From an optimization exercise on the open Yosys and OpenROAD flow, aimed at small area, a short achievable clock period and few clock cycles; shortcuts taken in it are not production practice.
At most, simulation tests tie the RTL to the original design; equivalence was not proved.

## conv_rescaler
module conv_rescaler #(
    parameter int NB_PIXEL = 19,
    parameter int NB_COUNT = 32,
    parameter int NB_OUT   = 8,
    parameter int NB_FRAC  = 16
) (
    input  logic                clock,
    input  logic                reset,
    input  logic                i_extremesValid,
    input  logic [NB_PIXEL-1:0] i_maxValue,
    input  logic [NB_PIXEL-1:0] i_minValue,
    input  logic [NB_COUNT-1:0] i_imageSize,
    input  logic                i_valid,
    input  logic [NB_PIXEL-1:0] i_convValue,
    output logic                o_ready,
    output logic [NB_OUT-1:0]   o_pixel,
    output logic                o_valid,
    output logic                o_endSignal
);
    localparam int NB_R     = NB_PIXEL;
    localparam int NB_SCALE = NB_OUT + NB_FRAC;           
    localparam int ND       = (NB_R + 2) / 2;             
    localparam int LC       = 10;                         
    localparam logic [NB_SCALE-1:0] DIVIDEND = {{NB_OUT{1'b1}}, {NB_FRAC{1'b0}}};
  ...
Size: ~230 flip-flops, roughly 17000 um^2 of cells after synthesis.
export LEC_CHECK = 0
export ABC_CLOCK_PERIOD_IN_PS = 3500
export CAP_MARGIN = 20
export CORE_MARGIN = 2
export CORE_UTILIZATION = 40
export SLEW_MARGIN = 20
create_clock -name core_clock -period 9.0 [get_ports {clock}]
standard.sh (not shown) runs the stock make flow with config.mk's settings and CLKGATE_MAP_FILE= SYNTH_SCRIPT=/design/flow/synth_recipe.tcl, a recipe that flattens the netlist after the stock synthesis.
==> flow/flow/run.sh <==
#!/bin/bash
# Standard layout, with the port buffers made from the smallest plain buffer, a clock tree
# of clkbuf_8 buffers without dummy loads, and timing repair aiming for 5.7 ns of setup slack
# (a 3.3 ns period) at the design's 9 ns clock.
set -euo pipefail
export BUFFER_PORTS_ARGS="-buffer_cell sky130_fd_sc_hd__buf_1"
export CTS_ARGS="-sink_clustering_enable -repair_clock_nets -dont_use_dummy_load -buf_list {sky130_fd_sc_hd__clkbuf_8}"
export SETUP_SLACK_MARGIN=5.7
bash standard.sh > standard_flow.log 2>&1
The first run finished clean.
Then changed:
--- a/flow/design.v
+++ b/flow/design.v
@@ -44,43 +44,42 @@
     logic [NB_R+1:0]      dx;         
     logic [ND-1:0]        b_one, b_two, b_neg;
     logic [NB_R-1:0]      rem_next;
     logic                 q_bit, dbit_next;
     logic [NB_R-1:0]      lead;       
     logic [NB_R-1:0]      rem_init;
     logic [NB_SCALE:0]    ra, rb, rc;
     logic [LC-1:0]        lo_s, lo_c;
     logic                 lo_co;
     logic [NB_SCALE-LC-1:0] hi_s, hi_c, hi_sum;
     logic [NB_COUNT-1:0]  count_dec;
     logic [NB_R:0]        dsum;
-    logic                 dsub_c, gt, lt, lt_co;
+    logic                 dsub_c, gt, lt;
     assign idle     = !busy_q;
     assign accept   = i_valid && run_q;
     assign last_acc = accept && (count_q == NB_COUNT'(1));
     assign start    = idle && i_extremesValid;
     assign lone_end = start && (i_imageSize == '0);
     cr_adds #(NB_PIXEL + 1) u_delta (
         .a(c_q), .b(~{min_q[NB_PIXEL-1], min_q}), .ci(1'b1),
         .s(delta), .co());
     assign d_neg   = lt_q;
     assign span_ok = !rneg_q && (range_q != '0);
     cr_cmp #(NB_PIXEL) u_gt (
         .a({~i_convValue[NB_PIXEL-1], i_convValue[NB_PIXEL-2:0]}),
         .b(~{~max_q[NB_PIXEL-1], max_q[NB_PIXEL-2:0]}), .ci(1'b0), .co(gt));
     assign d_big = gt_q;
     cr_cmp #(NB_PIXEL) u_lt (
-        .a({~i_convValue[NB_PIXEL-1], i_convValue[NB_PIXEL-2:0]}),
-        .b(~{~min_q[NB_PIXEL-1], min_q[NB_PIXEL-2:0]}), .ci(1'b1), .co(lt_co));
-    assign lt = !lt_co;
+        .a({~min_q[NB_PIXEL-1], min_q[NB_PIXEL-2:0]}),
+        .b(~{~i_convValue[NB_PIXEL-1], i_convValue[NB_PIXEL-2:0]}), .ci(1'b0), .co(lt));
     always_comb begin
         d_clamp = delta[NB_R-1:0];
         if (d_neg)
             d_clamp = '0;
         else if (d_big)
             d_clamp = range_q;
     end
     assign dx = {1'b0, d_clamp, 1'b0};
     always_comb begin
         for (int r = 0; r < ND; r++) begin
             b_one[r] = dx[2*r+1] ^ dx[2*r];
             b_two[r] = (dx[2*r+2] && !dx[2*r+1] && !dx[2*r]) || (!dx[2*r+2] && dx[2*r+1] && dx[2*r]);
@@ -106,25 +105,25 @@
     cr_add #(NB_COUNT) u_cnt (.a(count_q), .b('1), .ci(1'b0), .s(count_dec), .co());
     cr_mul u_mul (.a(scale_q), .one(bd_q[ND-1:0]), .two(bd_q[2*ND-1:ND]),
                   .neg({1'b0, bd_q[3*ND-2:2*ND]}), .ra(ra), .rb(rb), .rc(rc));
     assign lo_s = ra[LC-1:0] ^ rb[LC-1:0] ^ rc[LC-1:0];
     assign lo_c = (ra[LC-1:0] & rb[LC-1:0]) | (ra[LC-1:0] & rc[LC-1:0]) | (rb[LC-1:0] & rc[LC-1:0]);
     cr_cmp #(LC) u_lo (.a(lo_s), .b({lo_c[LC-2:0], 1'b0}), .ci(1'b0), .co(lo_co));
     assign hi_s = psa_q ^ psb_q ^ psc_q;
     assign hi_c = (psa_q & psb_q) | (psa_q & psc_q) | (psb_q & psc_q);
     cr_adds #(NB_SCALE - LC) u_hi (.a(hi_s), .b({hi_c[NB_SCALE-LC-2:0], pc1_q}), .ci(pc2_q), .s(hi_sum), .co());
     assign init_d = start && !lone_end;
     assign prep_d = init_q;
     assign div_d  = (prep_q && span_ok) || (div_q && !scale_q[NB_SCALE-1]);
-    assign run_d  = (prep_q && !span_ok) || (div_q && scale_q[NB_SCALE-1]) || (run_q && !last_acc);
+    assign run_d  = (prep_q && !span_ok) || (div_q && !scale_q[NB_SCALE-1] && scale_q[NB_SCALE-2]) || (run_q && !last_acc);
     always_ff @(posedge clock or negedge reset) begin
         if (!reset) begin
             busy_q <= 1'b0;
             init_q <= 1'b0;
             prep_q <= 1'b0;
             div_q  <= 1'b0;
             run_q  <= 1'b0;
             v0_q   <= 1'b0;
             l0_q   <= 1'b0;
             v1_q   <= 1'b0;
             l1_q   <= 1'b0;
             v2_q   <= 1'b0;
@@ -143,25 +142,25 @@
             l1_q   <= l0_q;
             v2_q   <= v1_q;
             l2_q   <= v1_q && l1_q;
             v3_q   <= v2_q;
             e3_q   <= l2_q || lone_end;
         end
     end
     always_ff @(posedge clock) begin
         if (idle)
             c_q <= {i_maxValue[NB_PIXEL-1], i_maxValue};
         else if (prep_q)
             c_q <= {rem_init, (lead[NB_R-1:NB_OUT] == '0)};
-        else if (div_q)
+        else if (div_q && !scale_q[NB_SCALE-1])
             c_q <= {rem_next, dbit_next};
         else
             c_q <= {i_convValue[NB_PIXEL-1], i_convValue};
         if (idle) begin
             min_q   <= i_minValue;
             max_q   <= i_maxValue;
             count_q <= i_imageSize;
         end else if (accept) begin
             count_q <= count_dec;
         end
         if (init_q)
             range_q <= delta[NB_R-1:0];
What happened:
- The changed run finished with timing, DRC and antenna clean
- clock skew fell by 20 ps
- area after synthesis fell by 0.70%
- non-clock buffer count fell by 14
- routed wire length fell by 1.8%
- fmax stays flat
- register-to-register slack barely changes
- core utilization fell by 0.31 points
- flip-flop and latch count is unchanged
- global-route usage rose by 0.30 points
- cell count fell by 1.4%
- die area fell by 0.68%
- worst hold slack stays flat
- worst setup slack hardly moves
Testbench counts after the change, summed over its fixed seeds: cycles 20,300.
No functional check of the RTL was part of the first run of this note.

* * *

Another version of the RTL of conv_rescaler (not shown whole).
Size in the first run: ~230 flip-flops, roughly 100 I/O pins.
export LEC_CHECK = 0
export ABC_CLOCK_PERIOD_IN_PS = 3500
export CAP_MARGIN = 20
export CORE_MARGIN = 2
export CORE_UTILIZATION = 40
export SLEW_MARGIN = 20
create_clock -name core_clock -period 9.0 [get_ports {clock}]
==> flow/flow/run.sh <==
#!/bin/bash
# Standard layout, with the port buffers made from the smallest plain buffer, a clock tree
# of clkbuf_16 buffers each driving a cluster of up to 25 flip-flops, without dummy loads,
# and timing repair aiming for 5.8 ns of setup slack (a 3.2 ns period) at the design's 9 ns clock.
set -euo pipefail
export BUFFER_PORTS_ARGS="-buffer_cell sky130_fd_sc_hd__buf_1"
export CTS_ARGS="-sink_clustering_enable -repair_clock_nets -dont_use_dummy_load -buf_list {sky130_fd_sc_hd__clkbuf_16} -sink_clustering_size 25 -sink_clustering_max_diameter 80"
export SETUP_SLACK_MARGIN=5.8
bash standard.sh > standard_flow.log 2>&1
Testbench counts at the start, summed over its fixed seeds: cycles 20,392.
Change:
--- a/flow/design.v
+++ b/flow/design.v
@@ -46,38 +46,39 @@
     logic [NB_R-1:0]      rem_next;
     logic                 q_bit, dbit_next;
     logic [NB_R-1:0]      lead;       
     logic [NB_R-1:0]      rem_init;
     logic [NB_SCALE:0]    ra, rb, rc;
     logic [LC-1:0]        lo_s, lo_c;
     logic                 lo_co;
     logic [NB_SCALE-LC-1:0] hi_s, hi_c, hi_sum;
     logic [NB_COUNT-1:0]  count_dec;
     logic [NB_R:0]        dsum;
-    logic                 dsub_c, gt, lt;
+    logic                 dsub_c, gt, lt, lt_co;
     assign idle     = !busy_q;
     assign accept   = i_valid && run_q;
     assign last_acc = accept && (count_q == NB_COUNT'(1));
     assign start    = idle && i_extremesValid;
     assign lone_end = start && (i_imageSize == '0);
     cr_adds #(NB_PIXEL + 1) u_delta (
         .a(c_q), .b(~{min_q[NB_PIXEL-1], min_q}), .ci(1'b1),
         .s(delta), .co());
     assign d_neg   = lt_q;
     assign span_ok = !rneg_q && (range_q != '0);
     cr_cmp #(NB_PIXEL) u_gt (
         .a({~i_convValue[NB_PIXEL-1], i_convValue[NB_PIXEL-2:0]}),
         .b(~{~max_q[NB_PIXEL-1], max_q[NB_PIXEL-2:0]}), .ci(1'b0), .co(gt));
     assign d_big = gt_q;
     cr_cmp #(NB_PIXEL) u_lt (
-        .a({~min_q[NB_PIXEL-1], min_q[NB_PIXEL-2:0]}),
-        .b(~{~i_convValue[NB_PIXEL-1], i_convValue[NB_PIXEL-2:0]}), .ci(1'b0), .co(lt));
+        .a({~i_convValue[NB_PIXEL-1], i_convValue[NB_PIXEL-2:0]}),
+        .b(~{~min_q[NB_PIXEL-1], min_q[NB_PIXEL-2:0]}), .ci(1'b1), .co(lt_co));
+    assign lt = !lt_co;
     always_comb begin
         d_clamp = delta[NB_R-1:0];
         if (d_neg)
             d_clamp = '0;
         else if (d_big)
             d_clamp = range_q;
     end
     assign dx = {1'b0, d_clamp, 1'b0};
     always_comb begin
         for (int r = 0; r < ND; r++) begin
@@ -107,21 +108,21 @@
                   .neg({1'b0, bd_q[3*ND-2:2*ND]}), .ra(ra), .rb(rb), .rc(rc));
     assign lo_s = ra[LC-1:0] ^ rb[LC-1:0] ^ rc[LC-1:0];
     assign lo_c = (ra[LC-1:0] & rb[LC-1:0]) | (ra[LC-1:0] & rc[LC-1:0]) | (rb[LC-1:0] & rc[LC-1:0]);
     cr_cmp #(LC) u_lo (.a(lo_s), .b({lo_c[LC-2:0], 1'b0}), .ci(1'b0), .co(lo_co));
     assign hi_s = psa_q ^ psb_q ^ psc_q;
     assign hi_c = (psa_q & psb_q) | (psa_q & psc_q) | (psb_q & psc_q);
     cr_adds #(NB_SCALE - LC) u_hi (.a(hi_s), .b({hi_c[NB_SCALE-LC-2:0], pc1_q}), .ci(pc2_q), .s(hi_sum), .co());
     assign init_d = start && !lone_end;
     assign prep_d = init_q;
     assign div_d  = (prep_q && span_ok) || (div_q && !scale_q[NB_SCALE-1]);
-    assign run_d  = (prep_q && !span_ok) || (div_q && scale_q[NB_SCALE-1]) || (run_q && !last_acc);
+    assign run_d  = (prep_q && !span_ok) || (div_q && !scale_q[NB_SCALE-1] && scale_q[NB_SCALE-2]) || (run_q && !last_acc);
     always_ff @(posedge clock or negedge reset) begin
         if (!reset) begin
             busy_q <= 1'b0;
             init_q <= 1'b0;
             prep_q <= 1'b0;
             div_q  <= 1'b0;
             run_q  <= 1'b0;
             v0_q   <= 1'b0;
             l0_q   <= 1'b0;
             v1_q   <= 1'b0;
@@ -144,21 +145,21 @@
             l2_q   <= v1_q && l1_q;
             v3_q   <= v2_q;
             e3_q   <= l2_q || lone_end;
         end
     end
     always_ff @(posedge clock) begin
         if (idle)
             c_q <= {i_maxValue[NB_PIXEL-1], i_maxValue};
         else if (prep_q)
             c_q <= {rem_init, (lead[NB_R-1:NB_OUT] == '0)};
-        else if (div_q)
+        else if (div_q && !scale_q[NB_SCALE-1])
             c_q <= {rem_next, dbit_next};
         else
             c_q <= {i_convValue[NB_PIXEL-1], i_convValue};
         if (idle) begin
             min_q   <= i_minValue;
             max_q   <= i_maxValue;
             count_q <= i_imageSize;
         end else if (accept) begin
             count_q <= count_dec;
         end
Outcome:
- sequential share of layout area fell by 0.21 points
- routed wire length fell by 0.95%
- cell count rises by about 1%
- register-to-register slack is worse by 50 ps
- global-route usage is lower by 0.14 points
- hold slack improved by 5.6 ps
- setup slack loses 52 ps
- cell area goes up by 0.44%
- clock skew decreases by 16 ps
- via count rises by about 0.6%
- area after synthesis barely changes
No functional check of the RTL was part of the second run of this note.

* * *

## run a
conv_rescaler, a different RTL version from the one above (not shown whole).
Size in the first run: roughly 1600 cells after synthesis, about 100 I/O pins, ~0.016 sq mm of cells after synthesis.
clock: 9.0 ns
lec_check: 0
abc_clock_period_in_ps: 4000
cap_margin: 20
core_margin: 2
core_utilization: 40
setup_slack_margin: 5
slew_margin: 20
==> flow/flow/run.sh <==
#!/bin/bash
# Standard layout, with the port buffers made from the smallest plain buffer and a clock tree
# of clkbuf_8 buffers without dummy loads.
set -euo pipefail
export BUFFER_PORTS_ARGS="-buffer_cell sky130_fd_sc_hd__buf_1"
export CTS_ARGS="-sink_clustering_enable -repair_clock_nets -dont_use_dummy_load -buf_list {sky130_fd_sc_hd__clkbuf_8}"
bash standard.sh > standard_flow.log 2>&1
#### Input delta (run b over run a)
diff --git a/flow/design.v b/flow/design.v
--- a/flow/design.v
+++ b/flow/design.v
@@ -18,65 +18,59 @@
     output logic                o_endSignal
 );
     localparam int NB_R     = NB_PIXEL;
     localparam int NB_SCALE = NB_OUT + NB_FRAC;           
     localparam int ND       = (NB_R + 2) / 2;             
     localparam int LC       = 10;                         
     localparam logic [NB_SCALE-1:0] DIVIDEND = {{NB_OUT{1'b1}}, {NB_FRAC{1'b0}}};
     logic                 busy_q, init_q, prep_q, div_q, run_q;
     logic                 init_d, prep_d, div_d, run_d;
-    logic                 v0_q, l0_q, v1_q, l1_q, v2_q, l2_q, v3_q, e3_q;
+    logic                 v0_q, l0_q, v1_q, l1_q, v2_q, e2_q;
     logic [NB_PIXEL:0]    c_q;        
     logic [NB_PIXEL-1:0]  min_q, max_q;
     logic                 gt_q;       
-    logic                 lt_q;       
-    logic                 rneg_q;     
     logic [NB_R-1:0]      range_q;
     logic [NB_COUNT-1:0]  count_q;    
     logic [NB_SCALE-1:0]  scale_q;
     logic [3*ND-2:0]      bd_q;       
     logic [NB_SCALE-1:LC] psa_q, psb_q;
     logic                 pc_q;
-    logic [NB_OUT-1:0]    pixel_q;
     logic idle, accept, last_acc, lone_end, start;
     logic [NB_PIXEL:0]    delta;      
     logic                 d_neg, d_big, span_ok;   
     logic [NB_R-1:0]      d_clamp;
     logic [NB_R+1:0]      dx;         
     logic [ND-1:0]        b_one, b_two, b_neg;
     logic [NB_R-1:0]      rem_next;
     logic                 q_bit, dbit_next;
     logic [NB_R-1:0]      lead;       
     logic [NB_R-1:0]      rem_init;
     logic [NB_SCALE:0]    ra, rb;
     logic [LC-1:0]        lo_sum;
     logic                 lo_c;
     logic [NB_SCALE-LC-1:0] hi_sum;
     logic [NB_COUNT-1:0]  count_dec;
     logic [NB_R:0]        dsum;
-    logic                 dsub_c, gt, lt;
+    logic                 dsub_c, gt;
     assign idle     = !busy_q;
     assign accept   = i_valid && run_q;
     assign last_acc = accept && (count_q == NB_COUNT'(1));
     assign start    = idle && i_extremesValid;
     assign lone_end = start && (i_imageSize == '0);
     cr_add #(NB_PIXEL + 1) u_delta (
         .a(c_q), .b(~{min_q[NB_PIXEL-1], min_q}), .ci(1'b1),
         .s(delta), .co());
-    assign d_neg   = lt_q;
-    assign span_ok = !rneg_q && (range_q != '0);
+    assign d_neg   = delta[NB_PIXEL];
+    assign span_ok = (range_q != '0);
     cr_add #(NB_PIXEL) u_gt (
         .a({~i_convValue[NB_PIXEL-1], i_convValue[NB_PIXEL-2:0]}),
         .b(~{~max_q[NB_PIXEL-1], max_q[NB_PIXEL-2:0]}), .ci(1'b0), .s(), .co(gt));
     assign d_big = gt_q;
-    cr_add #(NB_PIXEL) u_lt (
-        .a({~min_q[NB_PIXEL-1], min_q[NB_PIXEL-2:0]}),
-        .b(~{~i_convValue[NB_PIXEL-1], i_convValue[NB_PIXEL-2:0]}), .ci(1'b0), .s(), .co(lt));
     always_comb begin
         d_clamp = delta[NB_R-1:0];
         if (d_neg)
             d_clamp = '0;
         else if (d_big)
             d_clamp = range_q;
     end
     assign dx = {1'b0, d_clamp, 1'b0};
     always_comb begin
@@ -117,35 +111,31 @@
             init_q <= 1'b0;
             prep_q <= 1'b0;
             div_q  <= 1'b0;
             run_q  <= 1'b0;
             v0_q   <= 1'b0;
             l0_q   <= 1'b0;
             v1_q   <= 1'b0;
             l1_q   <= 1'b0;
             v2_q   <= 1'b0;
-            l2_q   <= 1'b0;
-            v3_q   <= 1'b0;
-            e3_q   <= 1'b0;
+            e2_q   <= 1'b0;
         end else begin
             busy_q <= init_d || prep_d || div_d || run_d;
             init_q <= init_d;
             prep_q <= prep_d;
             div_q  <= div_d;
             run_q  <= run_d;
             v0_q   <= accept;
             l0_q   <= last_acc;
             v1_q   <= v0_q;
             l1_q   <= l0_q;
             v2_q   <= v1_q;
-            l2_q   <= v1_q && l1_q;
-            v3_q   <= v2_q;
-            e3_q   <= l2_q || lone_end;
+            e2_q   <= (v1_q && l1_q) || lone_end;
         end
     end
     always_ff @(posedge clock) begin
         if (idle)
             c_q <= {i_maxValue[NB_PIXEL-1], i_maxValue};
         else if (prep_q)
             c_q <= {rem_init, (lead[NB_R-1:NB_OUT] == '0)};
         else if (div_q)
             c_q <= {rem_next, dbit_next};
@@ -153,37 +143,33 @@
             c_q <= {i_convValue[NB_PIXEL-1], i_convValue};
         if (idle) begin
             min_q   <= i_minValue;
             max_q   <= i_maxValue;
             count_q <= i_imageSize;
         end else if (accept) begin
             count_q <= count_dec;
         end
         if (init_q)
-            range_q <= delta[NB_R-1:0];
+            range_q <= d_neg ? '0 : delta[NB_R-1:0];    
         if (prep_q)
-            scale_q <= span_ok ? NB_SCALE'(lead) : '0;
+            scale_q <= NB_SCALE'(lead);            
         else if (div_q)
             scale_q <= {scale_q[NB_SCALE-2:0], q_bit};
         bd_q <= {b_neg[ND-2:0], b_two, b_one};
         gt_q <= gt;
-        lt_q <= lt;
-        if (init_q)
-            rneg_q <= delta[NB_PIXEL];
         psa_q   <= ra[NB_SCALE-1:LC];
         psb_q   <= rb[NB_SCALE-1:LC];
         pc_q    <= lo_c;
-        pixel_q <= hi_sum[NB_SCALE-LC-1:NB_FRAC-LC];
     end
     assign o_ready     = run_q;
-    assign o_pixel     = pixel_q;
-    assign o_valid     = v3_q;
-    assign o_endSignal = e3_q;
+    assign o_pixel     = hi_sum[NB_SCALE-LC-1:NB_FRAC-LC];
+    assign o_valid     = v2_q;
+    assign o_endSignal = e2_q;
 endmodule
 module cr_add #(
     parameter int W = 8
 ) (
     input  logic [W-1:0] a,
     input  logic [W-1:0] b,
     input  logic         ci,
     output logic [W-1:0] s,
     output logic         co
--- outcome ---
The critical path's slowest cell comes out or4_4 in one run and edfxtp_1 in the other, namely in run b and run a respectively. Relative to run a, area growth from synthesis to layout has increased by 2.5 points in run b. | fmax | lower: run b |. In run b, the minimum clock period came out 1.52 ns above the value in run a. Relative to run a, worst endpoint required time has decreased by 2.17 ns in run b. Compared to run a, the router laid down less metal wire for run b. Run b ended up with a lower sequential cell count than run a did. Comparing run b and run a, the lower horizontal extent of the die is on run b. ~same overall track demand over capacity in global routing in run b and run a. Delta (run b minus run a): cell area fell about 1.8%.
No functional check of the RTL was part of any run of this note.

what the ideal ports hide:
How much do the figures lean on ideal ports? The routed layouts below were timed once more, with nothing changed but the port constraints. Step 1 (the two cells are an assumption about what drives the block):
set clk [get_ports {clock}]
set_driving_cell -lib_cell sky130_fd_sc_hd__clkbuf_16 $clk
set_driving_cell -lib_cell sky130_fd_sc_hd__buf_2 [delete_from_list [all_inputs] $clk]
Step 2 also shifts input and output timing later by t, the mid clock arrival at the registers, as if the neighbouring blocks saw the same clock. a / b / c = ideal / step 1 / step 2; a / b = the first two.
run | t (ns) | setup WS [ns] | latest minus earliest clock arrival (ns) | worst register clock-pin slew, ns
the first run of note 1 | 0.618 | 5.695 / 5.695 / 5.237 | 0.086 / 0.086 | 0.06 / 0.06
the second run of note 1 | 0.620 | 5.695 / 5.695 / 5.191 | 0.068 / 0.068 | 0.06 / 0.06
the first run of note 2 | 0.554 | 5.741 / 5.741 / 5.345 | 0.092 / 0.093 | 0.09 / 0.09
the second run of note 2 | 0.556 | 5.689 / 5.689 / 5.280 | 0.076 / 0.077 | 0.09 / 0.09
run a | 0.591 | 5.185 / 5.185 / 5.185 | 0.056 / 0.057 | 0.06 / 0.06
run b | 0.621 | 3.664 / 3.616 / 4.237 | 0.080 / 0.080 | 0.06 / 0.06
After both steps every run listed still meets setup and hold. For the second run of note 1, which loses most, drivers alone change the setup slack by 0.000 ns; drivers and shift together by -0.504 ns.
